What follows belongs to an exercise in optimizing a design on an open flow for small area and a short achievable clock period; a production flow would make more cautious choices.
Function was checked by simulation only, so behaviour that the tests miss may differ from the original.
No activity file was given, so power comes from the tool's default toggle rates.

===== constraint.sdc =====
create_clock -name core_clock -period 9.0 [get_ports {clk}]
set_input_delay 1.8000 -clock core_clock [delete_from_list [all_inputs] [get_ports {clk}]]
set_output_delay 1.8000 -clock core_clock [all_outputs]
set_load 0.01 [all_outputs]

===== standard.sh =====
#!/bin/bash
# synth_recipe.tcl (not shown) runs the flow's synth.tcl, then flattens the netlist and writes it again
# the make line also repeats each setting of config.mk as NAME=value (left out here)
make -C /OpenROAD-flow-scripts/flow DESIGN_CONFIG=/design/flow/config.mk WORK_HOME=/design/flow/orfs CLKGATE_MAP_FILE= SYNTH_SCRIPT=/design/flow/synth_recipe.tcl "${@:-finish}"

===== flow/run.sh =====
#!/bin/bash
# The standard layout, with plain buf_1 cells as the port buffers, a clock
# tree without dummy loads and the ready/flush/issue_valid ports side by side.
set -euo pipefail
export BUFFER_PORTS_ARGS="-buffer_cell sky130_fd_sc_hd__buf_1"
export CTS_ARGS="-sink_clustering_enable -repair_clock_nets -dont_use_dummy_load -sink_clustering_size 14 -sink_clustering_max_diameter 100 -buf_list {sky130_fd_sc_hd__clkbuf_8}"
export PRE_IO_PLACEMENT_TCL="$(pwd)/flow/io.tcl"
bash standard.sh > standard_flow.log 2>&1

===== config.mk =====
export PLATFORM = sky130hd
export DESIGN_NAME = rs_cluster
export DESIGN_NICKNAME = rs_cluster
export VERILOG_FILES = /design/flow/design.v
export SDC_FILE = /design/flow/constraint.sdc
export NUM_CORES = 4
export LEC_CHECK = 0
export CAP_MARGIN = 20
export CORE_MARGIN = 2
export CORE_UTILIZATION = 65
export PLACE_DENSITY = 0.9
export SETUP_SLACK_MARGIN = 5.0
export SLEW_MARGIN = 20

===== design.v =====
package rs_pkg;
    localparam int PR_WIDTH  = 6;
    localparam int ROB_WIDTH = 5;
    localparam int OP_WIDTH  = 4;
    localparam int AGE_WIDTH = 8;
    localparam int ALU_DEPTH = 4;
    localparam int MUL_DEPTH = 2;
    localparam int DIV_DEPTH = 2;
    localparam int NUM_CDB = 4;
    typedef enum logic [1:0] {
        unit_alu,
        unit_mul,
        unit_div
    } rs_unit_e;
    typedef struct packed {
        rs_unit_e              unit;
        logic [PR_WIDTH-1:0]   ps1;
        logic                  ps1_valid;
        logic [PR_WIDTH-1:0]   ps2;
        logic                  ps2_valid;
        logic [PR_WIDTH-1:0]   pd;
        logic [ROB_WIDTH-1:0]  rob_id;
        logic [OP_WIDTH-1:0]   op;
        logic [AGE_WIDTH-1:0]  age;
    } rs_dispatch_t;
    typedef struct packed {
        logic                  busy;
        logic [PR_WIDTH-1:0]   ps1;
        logic                  ps1_valid;
        logic [PR_WIDTH-1:0]   ps2;
        logic                  ps2_valid;
        logic [PR_WIDTH-1:0]   pd;
        logic [ROB_WIDTH-1:0]  rob_id;
        logic [OP_WIDTH-1:0]   op;
        logic [AGE_WIDTH-1:0]  age;
    } rs_entry_t;
    typedef struct packed {
        logic [PR_WIDTH-1:0]   ps1;
        logic [PR_WIDTH-1:0]   ps2;
        logic [PR_WIDTH-1:0]   pd;
        logic [ROB_WIDTH-1:0]  rob_id;
        logic [OP_WIDTH-1:0]   op;
    } rs_issue_t;
    typedef struct packed {
        logic                  valid;
        logic [PR_WIDTH-1:0]   pd;
    } cdb_t;
endpackage
module rs_wakeup (
    input  logic [5:0]  tag,
    input  logic [3:0]  cdb_valid,
    input  logic [23:0] cdb_pd,
    output logic        hit
);
    always_comb begin
        hit = 1'b0;
        for (int b = 0; b < 4; b++) begin
            hit = hit | (cdb_valid[b] && tag == cdb_pd[6*b +: 6]);
        end
    end
endmodule
module rs_station #(
    parameter int DEPTH        = 4,
    parameter bit OLDEST_FIRST = 1'b1
) (
    input  logic         clk,
    input  logic         kill,         
    input  logic         flush,
    input  logic         write,
    input  logic [5:0]   d_ps1,
    input  logic         d_ps1_rdy,    
    input  logic [5:0]   d_ps2,
    input  logic         d_ps2_rdy,
    input  logic [14:0]  d_rest,       
    input  logic [7:0]   d_age,
    input  logic [3:0]   cdb_valid,
    input  logic [23:0]  cdb_pd,
    input  logic         ready,
    output logic         issue_valid,
    output logic [26:0]  issue,
    output logic         full
);
    logic [DEPTH-1:0]        busy;
    logic [DEPTH-1:0][5:0]   ps1;
    logic [DEPTH-1:0][5:0]   ps2;
    logic [DEPTH-1:0]        v1;
    logic [DEPTH-1:0]        v2;
    logic [DEPTH-1:0][14:0]  rest;
    logic [DEPTH-1:0]        sel;
    logic [DEPTH-1:0]        hit1;
    logic [DEPTH-1:0]        hit2;
    logic [DEPTH-1:0]        alloc;
    logic [DEPTH-1:0]        busy_n;
    logic [DEPTH-1:0]        v1_n;
    logic [DEPTH-1:0]        v2_n;
    logic [DEPTH-1:0]        rdy_n;
    logic [DEPTH-1:0]        sel_n;
    logic [DEPTH*8-1:0]      age;
    logic [DEPTH*DEPTH-1:0]  older;
    logic [DEPTH*DEPTH-1:0]  older_n;
    for (genvar i = 0; i < DEPTH; i++) begin : g_wake
        rs_wakeup i_w1 (.tag(ps1[i]), .cdb_valid(cdb_valid), .cdb_pd(cdb_pd), .hit(hit1[i]));
        rs_wakeup i_w2 (.tag(ps2[i]), .cdb_valid(cdb_valid), .cdb_pd(cdb_pd), .hit(hit2[i]));
    end
    assign full        = &busy;
    assign issue_valid = (|sel) && ready && !flush;
    for (genvar i = 0; i < DEPTH; i++) begin : g_alloc
        if (i == 0) begin : g_first
            assign alloc[i] = !busy[i];
        end else begin : g_rest
            assign alloc[i] = !busy[i] & (&busy[i-1:0]);
        end
    end
    always_comb begin
        if (kill) begin
            busy_n = '0;
        end else begin
            busy_n = (busy & ~(sel & {DEPTH{ready}})) | (alloc & {DEPTH{write}});
        end
        for (int i = 0; i < DEPTH; i++) begin
            v1_n[i] = busy[i] ? (v1[i] | hit1[i]) : d_ps1_rdy;
            v2_n[i] = busy[i] ? (v2[i] | hit2[i]) : d_ps2_rdy;
        end
        rdy_n = busy_n & v1_n & v2_n;
    end
    if (OLDEST_FIRST) begin : g_age
        logic [DEPTH-1:0] beats;
        for (genvar k = 0; k < DEPTH; k++) begin : g_cmp
            logic tie;
            if (k == 0) begin : g_first
                assign tie = 1'b0;
            end else begin : g_rest
                assign tie = !(&busy[k-1:0]);
            end
            rs_age_cmp i_cmp (.a(d_age), .b(age[8*k +: 8]), .tie(tie), .lt(beats[k]));
        end
        for (genvar i = 0; i < DEPTH; i++) begin : g_row
            always_ff @(posedge clk) begin
                if (!busy[i]) begin
                    age[8*i +: 8] <= d_age;
                end
            end
            for (genvar j = i + 1; j < DEPTH; j++) begin : g_pair
                assign older_n[i*DEPTH+j] = !busy[i] ? beats[j] :
                                            !busy[j] ? !beats[i] : older[i*DEPTH+j];
                always_ff @(posedge clk) begin
                    older[i*DEPTH+j] <= older_n[i*DEPTH+j];
                end
            end
        end
        for (genvar i = 0; i < DEPTH; i++) begin : g_sel
            logic [DEPTH-1:0] wins;
            for (genvar j = 0; j < DEPTH; j++) begin : g_w
                if (j < i) begin : g_lo
                    assign wins[j] = !rdy_n[j] | !older_n[j*DEPTH+i];
                end else if (j > i) begin : g_hi
                    assign wins[j] = !rdy_n[j] | older_n[i*DEPTH+j];
                end else begin : g_self
                    assign wins[j] = rdy_n[i];
                end
            end
            assign sel_n[i] = &wins;
        end
    end else begin : g_index
        for (genvar i = 0; i < DEPTH; i++) begin : g_sel
            if (i == 0) begin : g_first
                assign sel_n[i] = rdy_n[i];
            end else begin : g_rest
                assign sel_n[i] = rdy_n[i] & ~|rdy_n[i-1:0];
            end
        end
    end
    always_comb begin
        issue = '0;
        for (int i = 0; i < DEPTH; i++) begin
            issue = issue | ({27{sel[i]}} & {ps1[i], ps2[i], rest[i]});
        end
    end
    always_ff @(posedge clk) begin
        for (int i = 0; i < DEPTH; i++) begin
            if (!busy[i]) begin
                ps1[i]  <= d_ps1;
                ps2[i]  <= d_ps2;
                rest[i] <= d_rest;
            end
        end
        v1      <= v1_n;
        v2      <= v2_n;
        busy    <= busy_n;
        sel     <= sel_n;
    end
endmodule
module rs_age_cmp (
    input  logic [7:0] a,
    input  logic [7:0] b,
    input  logic       tie,
    output logic       lt
);
    always_comb begin
        lt = tie;
        for (int i = 0; i < 8; i++) begin
            lt = (a[i] ^ b[i]) ? b[i] : lt;
        end
    end
endmodule
module rs_cluster (
    input  logic         clk,
    input  logic         reset,
    input  logic         flush,
    input  logic         dispatch_valid,
    input  logic [1:0]   dispatch_unit,
    input  logic [5:0]   dispatch_ps1,
    input  logic         dispatch_ps1_valid,
    input  logic [5:0]   dispatch_ps2,
    input  logic         dispatch_ps2_valid,
    input  logic [5:0]   dispatch_pd,
    input  logic [4:0]   dispatch_rob_id,
    input  logic [3:0]   dispatch_op,
    input  logic [7:0]   dispatch_age,
    input  logic [3:0]   cdb_valid,
    input  logic [23:0]  cdb_pd,
    input  logic         alu_ready,
    input  logic         mul_ready,
    input  logic         div_ready,
    output logic         alu_issue_valid,
    output logic         mul_issue_valid,
    output logic         div_issue_valid,
    output logic [26:0]  alu_issue,
    output logic [26:0]  mul_issue,
    output logic [26:0]  div_issue,
    output logic         alu_full,
    output logic         mul_full,
    output logic         div_full
);
    logic        kill;
    logic        in_hit1;
    logic        in_hit2;
    logic        d_ps1_rdy;
    logic        d_ps2_rdy;
    logic [14:0] d_rest;
    assign kill   = reset | flush;
    assign d_rest = {dispatch_pd, dispatch_rob_id, dispatch_op};
    rs_wakeup i_in1 (.tag(dispatch_ps1), .cdb_valid(cdb_valid), .cdb_pd(cdb_pd), .hit(in_hit1));
    rs_wakeup i_in2 (.tag(dispatch_ps2), .cdb_valid(cdb_valid), .cdb_pd(cdb_pd), .hit(in_hit2));
    assign d_ps1_rdy = dispatch_ps1_valid | in_hit1;
    assign d_ps2_rdy = dispatch_ps2_valid | in_hit2;
    rs_station #(.DEPTH(4), .OLDEST_FIRST(1'b1)) i_alu_station (
        .clk(clk), .kill(kill), .flush(flush),
        .write(dispatch_valid && dispatch_unit == 2'd0),
        .d_ps1(dispatch_ps1), .d_ps1_rdy(d_ps1_rdy),
        .d_ps2(dispatch_ps2), .d_ps2_rdy(d_ps2_rdy),
        .d_rest(d_rest), .d_age(dispatch_age),
        .cdb_valid(cdb_valid), .cdb_pd(cdb_pd),
        .ready(alu_ready),
        .issue_valid(alu_issue_valid), .issue(alu_issue), .full(alu_full)
    );
    rs_station #(.DEPTH(2), .OLDEST_FIRST(1'b0)) i_mul_station (
        .clk(clk), .kill(kill), .flush(flush),
        .write(dispatch_valid && dispatch_unit == 2'd1),
        .d_ps1(dispatch_ps1), .d_ps1_rdy(d_ps1_rdy),
        .d_ps2(dispatch_ps2), .d_ps2_rdy(d_ps2_rdy),
        .d_rest(d_rest), .d_age(dispatch_age),
        .cdb_valid(cdb_valid), .cdb_pd(cdb_pd),
        .ready(mul_ready),
        .issue_valid(mul_issue_valid), .issue(mul_issue), .full(mul_full)
    );
    rs_station #(.DEPTH(2), .OLDEST_FIRST(1'b0)) i_div_station (
        .clk(clk), .kill(kill), .flush(flush),
        .write(dispatch_valid && dispatch_unit == 2'd2),
        .d_ps1(dispatch_ps1), .d_ps1_rdy(d_ps1_rdy),
        .d_ps2(dispatch_ps2), .d_ps2_rdy(d_ps2_rdy),
        .d_rest(d_rest), .d_age(dispatch_age),
        .cdb_valid(cdb_valid), .cdb_pd(cdb_pd),
        .ready(div_ready),
        .issue_valid(div_issue_valid), .issue(div_issue), .full(div_full)
    );
endmodule

===== flow/io.tcl =====
# Keep the ports of the paths from inputs straight to outputs (unit ready and
# flush to issue_valid) next to each other.
set_io_pin_constraint -group -order -pin_names {alu_issue_valid alu_ready flush mul_ready mul_issue_valid div_ready div_issue_valid}

==> results of run 1 <==
[worst max-delay path, cell delays in order]
cell	delay [ns]
buf_8	0.11
nor3b_2	0.17
buf_2	0.17
[timing repair]
action	CTS	global route
endpoints found under the setup margin	3	3
resized for setup	19	0
buffers inserted	1	0
pin swaps	3	1
[flip-flops by register name, summed over array words and instances (netlist names), 4 cells and up]
| register | count |
|---|---|
| i_alu_station.ps2 | 24 |
| i_div_station.ps2 | 12 |
| i_alu_station.v2 | 4 |
| i_alu_station.age | 32 |
| i_alu_station.sel | 4 |
| i_alu_station.busy | 4 |
| i_alu_station.older | 6 |
| i_alu_station.ps1 | 24 |
| i_div_station.ps1 | 12 |
| i_mul_station.rest | 30 |
| i_alu_station.rest | 60 |
| i_div_station.rest | 30 |
| i_mul_station.ps1 | 12 |
| i_mul_station.ps2 | 12 |
| i_alu_station.v1 | 4 |
[worst min-delay path by stage]
| stage | endpoint | cells past startpoint | from | slack, ns |
|---|---|---|---|---|
| global placement | i_div_station.v1[1]$_DFF_P_ | 2 | i_div_station.v1[1]$_DFF_P_ | 0.54 |
| detailed placement | i_div_station.v1[1]$_DFF_P_ | 2 | i_div_station.v1[1]$_DFF_P_ | 0.54 |
| global route | i_div_station.v1[1]$_DFF_P_ | 2 | i_div_station.v1[1]$_DFF_P_ | 0.58 |
| CTS | i_alu_station.older[2]$_DFF_P_ | 2 | i_alu_station.older[2]$_DFF_P_ | 0.56 |
| finish | i_div_station.v1[1]$_DFF_P_ | 2 | i_div_station.v1[1]$_DFF_P_ | 0.56 |
| floorplan | i_div_station.busy[1]$_DFF_P_ | 1 | i_div_station.sel[1]$_DFF_P_ | 0.44 |
[cell families after synthesis]
family,synth area share [%]
compound gates,9.17
xor+xnor,23.1
fa+ha+maj,0.480
buf+inv,6.92
flops,50.0
simple gates,10.3
[report_power, final]
group	leakage (nW)	internal (W)	switching, W	total [W]
registers	2.94	0.00151	0.0000746	0.00159
logic	2.83	0.000150	0.000215	0.000365
clock network	0.173	0.000238	0.000405	0.000643
total	5.94	0.00190	0.000695	0.00260
[layer usage]
| layer | part of all wire, % | wire [um] | global-route usage (%) | vias up |
|---|---|---|---|---|
| li1 | - | - | - | 5182 |
| met1 | 35 | 16200 | 42.5 | 5868 |
| met2 | 47 | 21600 | 56.8 | 915 |
| met3 | 12 | 5570 | 8.58 | 256 |
| met4 | 6.5 | 3000 | 20.1 | 2 |
| met5 | 0.030 | 14 | 0 | - |
[cell usage in the layout, fill, tap and decap left out, drive strengths merged, types with 2 or more instances in the layout]
cell type  synthesis  layout
a22o              55      55
a221oi             5       5
a21oi             11      11
a31oi             11      11
nand4             75      75
clkbuf            82      24
inv               34      34
nor2              38      38
or3                2       2
and3               2       2
or2b               2       2
a22oi             56      56
o21a               4       4
nand2b             5       5
o311ai             2       2
and4b              2       2
a311oi             6       6
nor4              74      74
o21ai             10      10
maj3               5       5
dfxtp             38      38
edfxtp           248     248
nand2             44      44
nand3             15      15
o211ai             3       3
ha                 2       2
a2111oi            3       3
buf              103     204
nor3b              5       5
xnor2            216     216
nor2b              8       8
xor2             216     216
o2111ai            2       2
a32oi              4       4
o31ai              3       3
a2111o             2       2
o22ai              2       2
nor3              26      26
[per-stage QoR]
step	setup slack (ns)	instances	hold slack, ns	total power, W	cell area, um^2
2_1_floorplan	5.08	1435	0.436	0.00187	16400
3_3_place_gp	4.75	1783	0.539	0.00195	16700
3_5_place_dp	4.58	1783	0.544	0.00197	16700
4_1_cts	4.99	1808	0.562	0.00259	17100
5_1_grt	4.94	1808	0.583	0.00267	17100
6_report	4.96	1808	0.565	0.00260	17100
[area by class of cell]
cell class,instances,area [um^2]
sequential,286,8210
fill,1760,7830
multi-input combinational,929,7080
timing repair buffer,204,972
tap,330,413
clock buffer,24,330
inverter,35,131
[cells in the mapped netlist, types with 5 or more instances]
library cell / n
buf_2: 14
a22o_1: 55
nor2b_1: 8
buf_6: 28
nor3_1: 24
nor4_1: 74
a21oi_1: 11
xnor2_1: 216
xor2_1: 216
nand2b_1: 5
a311oi_1: 6
nand3_1: 15
inv_1: 33
dfxtp_1: 38
buf_4: 20
clkbuf_1: 76
o21ai_0: 8
edfxtp_1: 248
nor2_1: 38
clkbuf_2: 6
nand4_1: 75
a31oi_1: 10
buf_1: 41
a22oi_1: 56
nor3b_1: 5
nand2_1: 43
==> implementation parameters, run 1 <==
Parameter                              Value

Floorplan
  Die H ... 163 um
  Top-Level Pins ... 161
  Die width ... 163 um
  Die area ... 26500 um^2
  Core ar. ... 25000 um^2
  Starting Density ... 65.7%
  # rows ... 58

Critical path
  Setup slack, reg-to-reg ... 5.94 ns
  Length in cells of the worst reg-to-reg path ... 9
  Setup crit end kind ... output pin
  R2r endpoint ... i_alu_station.sel[3]$_DFF_P_
  Critical path endpoint ... mul_issue_valid
  R2r startpoint ... i_alu_station.busy[2]$_DFF_P_
  Critical Path Source ... flush
  Sort of element at the start of the critical path ... input pin
  Worst-path maximum fanout ... 4
  Worst setup path class ... input pin to output pin
  Arrival time at the worst endpoint ... 2.24 ns
  Required time of the worst setup path ... 7.20 ns

Cells and area
  Final layout net count ... 1556
  Ratio of cells with drive above 1 in the final layout ... 6.63%
  ANT cells ... 0
  Area growth from synthesis to layout ... 4.43%
  Post-route core utilization ... 68.6%

Yosys
  Synth Cell Area ... 16400 um^2
  Yosys top cell area share ... 45.4%
  Post-synth top flop ... edfxtp_1
  Most area-hungry cell type in the Yosys netlist ... edfxtp_1
  Seq/Total Area, Yosys ... 50.0%
  Syn. warnings ... 4
  Largest cells by area after synthesis ... edfxtp_1 (45%), xnor2_1 (12%), xor2_1 (12%)
  Synth Net Count ... 1511
  Yosys cell types ... 67
  Fraction of registers with async set/reset ... 0%
  Number of synthesized flops with an enable pin ... 248
  #FFs+latches synth ... 286
  Mean Syn Cell Area ... 11.4 um^2
  Number of cells produced by synthesis ... 1435

Timing
  Final setup TNS ... 0 ns
  Fin. Hold Viols ... 0
  Final max-slew violation count ... 0
  Post-Route Skew ... 0.0364 ns
  Shortest clock period the worst path allows after layout ... 4.04 ns
  Relative slew slack ... 38.9%
  Final critical-path share of the clock period ... 44.9%
  Number of setup violations in the final report ... 0
  Maximum clock rate ... 0.247 GHz
  Unrepaired setup endpoints after global routing ... true
  Worst Max-Slew Pin Slew ... 0.916 ns

Place
  Number of port buffers ... 160
  HPWL after DPL ... 29800 um
  RePlAce Congestion ... 0.928

Clocking
  Number of buffers added by the clock tree synthesis step ... 24
  CTS root buf ... clkbuf_8
  Clock tree from TritonCTS ... built
  Post-CTS Hold Fix Bufs ... 0
  Clk slew on worst S/H paths ... 0.10 ns
  Number of clock sinks ... 286
  CTS Buffer Depth ... 3
  Number of H-tree levels ... 1
  Later-pin clock latency in the skew report ... 0.58 ns

Drt
  Number of DRC markers in iteration 0 ... 1495
  Detailed-route via count ... 12200
  DRC violations left ... 0
  Post-detailed-route via-to-cell ratio ... 6.76
  Post-DRT Antenna Nets ... 0
  Average wire length per cell after detail routing ... 25.6 um
  DRT Pass-1 Iters ... 8
  Final wirelength ... 46300 um

Status
  Result of the run ... finished clean

Power
  P_leak ... 5.94 nW
  Power per cell area ... 152 nW/um^2
  Peak supply drop ... 196 uV

Global routing
  Overall fraction of global-route tracks in use ... 34.9%
  Vias in the first global route ... 12300
  First-pass GRT wire length ... 70000 um
  Number of antenna violations at the first check in global routing ... 2
  Pin count of the biggest net entering global routing ... 41
  Global route total overflow ... 0

Worst hold path
  Hold Crit Class ... flop to flop

Run
  MaxCap Viol Count ... 0
==> run 2: changes to the inputs <==
--- a/config.mk
+++ b/config.mk
@@ -8,6 +8,6 @@
 export CAP_MARGIN = 20
 export CORE_MARGIN = 2
 export CORE_UTILIZATION = 65
-export PLACE_DENSITY = 0.9
+export PLACE_DENSITY = 0.75
 export SETUP_SLACK_MARGIN = 5.0
 export SLEW_MARGIN = 20
==> run 2 against run 1 <==
  * Register-to-register slack improved by 0.03 ns
  * Clock skew up 0.0032 ns
  * Sequential power barely moved
  * Sequential share of layout area decreased by 0.070 points
  * Wire length down 1.0%
  * Highest routed layer is now met4
  * Count of clock-buffer cells in the layout unchanged
  * Worst hold slack worse by 0.0090 ns
  * Still clean
  * Worst setup slack improved by 0.057 ns
  * Power is 0.49% lower
  * Combinational power hardly changed
==> implementation parameters, run 2 <==
Parameter                              Value

Drt
  Average wire length per cell after detail routing ... 25.3 um (was 25.6 um)
  DRC violations left ... 0 (unchanged)
  Post-DRT Antenna Nets ... 0 (unchanged)
  DRT Pass-1 Iters ... 5 (was 8)
  Post-detailed-route via-to-cell ratio ... 6.57 (was 6.76)
  Detailed-route via count ... 11900 (was 12200)
  Final wirelength ... 45800 um (was 46300 um)
  Number of DRC markers in iteration 0 ... 1350 (was 1495)

Cells and area
  Area growth from synthesis to layout ... 4.57% (was 4.43%)
  ANT cells ... 0 (unchanged)
  Max reg flops ... 60 (unchanged)
  Register with the highest flop count ... i_alu_station.rest (unchanged)
  Leading cell types in the layout, fill and taps excluded ... edfxtp_1 (248), xor2_1 (216), xnor2_1 (216), buf_1 (152), nand4_1 (75) (was edfxtp_1 (248), xor2_1 (216), xnor2_1 (216), buf_1 (153), nand4_1 (75))
  Ratio of cells with drive above 1 in the final layout ... 6.82% (was 6.63%)
  Largest registers ranked by flip-flop count ... i_alu_station.rest: 60 flops, i_alu_station.age: 32 flops (unchanged)
  Commonest non-fill, non-tap cell in the layout ... edfxtp_1 (unchanged)
  Total non-filler cell area in the finished layout ... 17200 um^2 (was 17100 um^2)
  Final layout net count ... 1559 (was 1556)
  Post-route core utilization ... 68.7% (was 68.6%)

Critical path
  Setup slack, reg-to-reg ... 5.97 ns (was 5.94 ns)
  Critical Path Source ... flush (unchanged)
  R2r endpoint ... i_alu_station.sel[3]$_DFF_P_ (unchanged)
  Length in cells of the worst reg-to-reg path ... 9 (unchanged)
  Worst-path maximum fanout ... 4 (unchanged)
  Worst setup path class ... input pin to output pin (unchanged)
  Arrival time at the worst endpoint ... 2.18 ns (was 2.24 ns)
  Required time of the worst setup path ... 7.20 ns (about the same)
  Setup crit end kind ... output pin (unchanged)
  R2r startpoint ... i_alu_station.busy[2]$_DFF_P_ (unchanged)
  Sort of element at the start of the critical path ... input pin (unchanged)
  Critical path endpoint ... alu_issue_valid (was mul_issue_valid)

Yosys
  Most area-hungry cell type in the Yosys netlist ... edfxtp_1 (unchanged)
  Mean Syn Cell Area ... 11.4 um^2 (unchanged)
  Commonest cells in the netlist ... edfxtp_1 (248), xnor2_1 (216), xor2_1 (216), clkbuf_1 (76), nand4_1 (75) (unchanged)
  Most instantiated library cell after synthesis ... edfxtp_1 (unchanged)
  Number of cells produced by synthesis ... 1435 (unchanged)
  Synth Net Count ... 1511 (unchanged)
  Number of synthesized flops with an enable pin ... 248 (unchanged)
  Syn. warnings ... 4 (unchanged)
  Seq/Total Area, Yosys ... 50.0% (unchanged)
  Largest cells by area after synthesis ... edfxtp_1 (45%), xnor2_1 (12%), xor2_1 (12%) (unchanged)
  #FFs+latches synth ... 286 (unchanged)
  Yosys cell types ... 67 (unchanged)
  Synth Cell Area ... 16400 um^2 (unchanged)
  Fraction of registers with async set/reset ... 0% (unchanged)
  Post-synth top flop ... edfxtp_1 (unchanged)
  Yosys top cell area share ... 45.4% (unchanged)

Floorplan
  # rows ... 58 (unchanged)
  Top-Level Pins ... 161 (unchanged)
  Die area ... 26500 um^2 (unchanged)
  Core ar. ... 25000 um^2 (unchanged)
  Die H ... 163 um (unchanged)
  Starting Density ... 65.7% (unchanged)
  Die width ... 163 um (unchanged)

Timing
  Unrepaired setup endpoints after global routing ... true (unchanged)
  Worst setup slack after layout ... 5.02 ns (was 4.96 ns)
  Final critical-path share of the clock period ... 44.3% (was 44.9%)
  Final max-slew violation count ... 0 (unchanged)
  Final setup TNS ... 0 ns (unchanged)
  Shortest clock period the worst path allows after layout ... 3.98 ns (was 4.04 ns)
  Post-Route Skew ... 0.0396 ns (was 0.0364 ns)
  Maximum clock rate ... 0.251 GHz (was 0.247 GHz)
  Fin. Hold Viols ... 0 (unchanged)
  Worst Max-Slew Pin Slew ... 0.848 ns (was 0.916 ns)
  Post-Route Hold Slack ... 0.556 ns (was 0.565 ns)
  Relative slew slack ... 43.5% (was 38.9%)
  Number of setup violations in the final report ... 0 (unchanged)

Global routing
  Overall fraction of global-route tracks in use ... 34.4% (was 34.9%)
  Vias in the first global route ... 11600 (was 12300)
  Global route total overflow ... 0 (unchanged)
  Number of antenna violations at the first check in global routing ... 0 (was 2)
  First-pass GRT wire length ... 68200 um (was 70000 um)
  Pin count of the biggest net entering global routing ... 41 (unchanged)

Place
  Number of port buffers ... 160 (unchanged)
  Placed cell area ... 16800 um^2 (was 16700 um^2)
  HPWL after DPL ... 28800 um (was 29800 um)
  RePlAce Congestion ... 0.908 (was 0.928)
  Worst Setup Slack post-DPL ... 4.66 ns (was 4.58 ns)

Power
  Peak supply drop ... 178 uV (was 196 uV)
  P_leak ... 5.96 nW (was 5.94 nW)
  Power per cell area ... 151 nW/um^2 (was 152 nW/um^2)

Clocking
  Number of buffers added by the clock tree synthesis step ... 24 (unchanged)
  Later-pin clock latency in the skew report ... 0.57 ns (was 0.58 ns)
  CTS Buffer Depth ... 3 (unchanged)
  Clock tree from TritonCTS ... built (unchanged)
  CTS root buf ... clkbuf_8 (unchanged)
  Number of H-tree levels ... 1 (unchanged)
  Clk slew on worst S/H paths ... 0.09 ns (was 0.10 ns)
  Number of clock sinks ... 286 (unchanged)
  Post-CTS Hold Fix Bufs ... 0 (unchanged)

Worst hold path
  Cell depth of the worst min-delay path ... 2 (unchanged)
  Source of the worst hold timing path ... i_div_station.v1[1]$_DFF_P_ (unchanged)
  Hold Crit Class ... flop to flop (unchanged)

Run
  MaxCap Viol Count ... 0 (unchanged)

Status
  Result of the run ... finished clean (unchanged)
run 2: worst max-delay path, stage by stage:
cell	delay [ns]
buf_8	0.10
nor3b_2	0.14
buf_2	0.15
run 2: stage by stage:
step / cells / total power (W)
after CTS: 1810 / 0.00258
final: 1811 / 0.00258
after global routing: 1811 / 0.00267
after global placement: 1786 / 0.00196
after detailed placement: 1786 / 0.00197
after floorplan: 1435 / 0.00187
run 2: final cells by class:
| type | instances | area (um^2) |
|---|---|---|
| multi-input combinational | 929 | 7080 |
| clock buffer | 24 | 330 |
| fill | 1904 | 7810 |
| sequential | 286 | 8210 |
| tap | 330 | 413 |
| timing repair buffer | 207 | 996 |
| inverter | 35 | 131 |
run 2: timing repair:
action | in CTS | in global routing
endpoints found under the setup margin | 3 | 4
gates resized for setup | 18 | 3
buffers inserted | 0 | 1
pin swaps | 3 | 0
run 2: kinds of logic after synthesis:
kind of cell,Yosys count,share of synthesized area [%]
DFF,286,50.0
and+or+nand+nor,304,10.3
adders and majority gates,7,0.480
xor gates and xnor gates,432,23.1
buffers and inverters,220,6.92
AOI/OAI and AO/OA,186,9.17
run 2: worst min-delay path by stage:
stage                     slack (ns)                             to
after floorplan                 0.44  i_div_station.busy[1]$_DFF_P_
after global placement          0.53    i_mul_station.v1[1]$_DFF_P_
after detailed placement        0.53    i_mul_station.v1[1]$_DFF_P_
after CTS                       0.55    i_div_station.v1[1]$_DFF_P_
after global routing            0.56    i_div_station.v1[1]$_DFF_P_
final                           0.56    i_div_station.v1[1]$_DFF_P_
run 2: layer usage:
metal,vias to the layer above,GRT usage [%],share of wire (%)
met5,-,0,0
met3,166,6.65,12
met2,808,55.0,46
li1,5189,-,-
met4,0,14.8,4.5
met1,5741,46.1,38
run 2: power breakdown:
part	switching (W)	internal (W)	leakage, nW	total, W
clock network	0.000396	0.000238	0.173	0.000635
logic	0.000212	0.000150	2.85	0.000362
registers	0.0000733	0.00151	2.94	0.00159
total	0.000682	0.00190	5.96	0.00258

[afterwards: timing with drivers on the ports]
The results above use ideal ports. As a check the final layouts listed here were re-extracted and re-timed, cells and wires unchanged.
Step 1 (the two cells are an assumption about what drives the block):
set clk [get_ports {clk}]
set_driving_cell -lib_cell sky130_fd_sc_hd__clkbuf_16 $clk
set_driving_cell -lib_cell sky130_fd_sc_hd__buf_2 [delete_from_list [all_inputs] $clk]
Step 2 adds t to the input delays and takes it off the output delays; t is the mean of the earliest and latest rising clock arrival at the registers after step 1. Input paths then give back, and output paths get back, about the clock's delay inside the block.
Three values: ideal ports, drivers, drivers and shift; two values: the first two.
| run | shift t [ns] | setup slack, ns | hold slack, ns |
|---|---|---|---|
| run 1 | 0.611 | 4.958 / 4.914 / 4.504 | 0.565 / 0.565 / 0.565 |
| run 2 | 0.577 | 5.015 / 4.971 / 4.600 | 0.556 / 0.556 / 0.556 |
After both steps setup and hold are still met in every run listed. The setup slack of run 1, which loses most, moves by -0.044 ns with the drivers and by -0.454 ns with both steps.
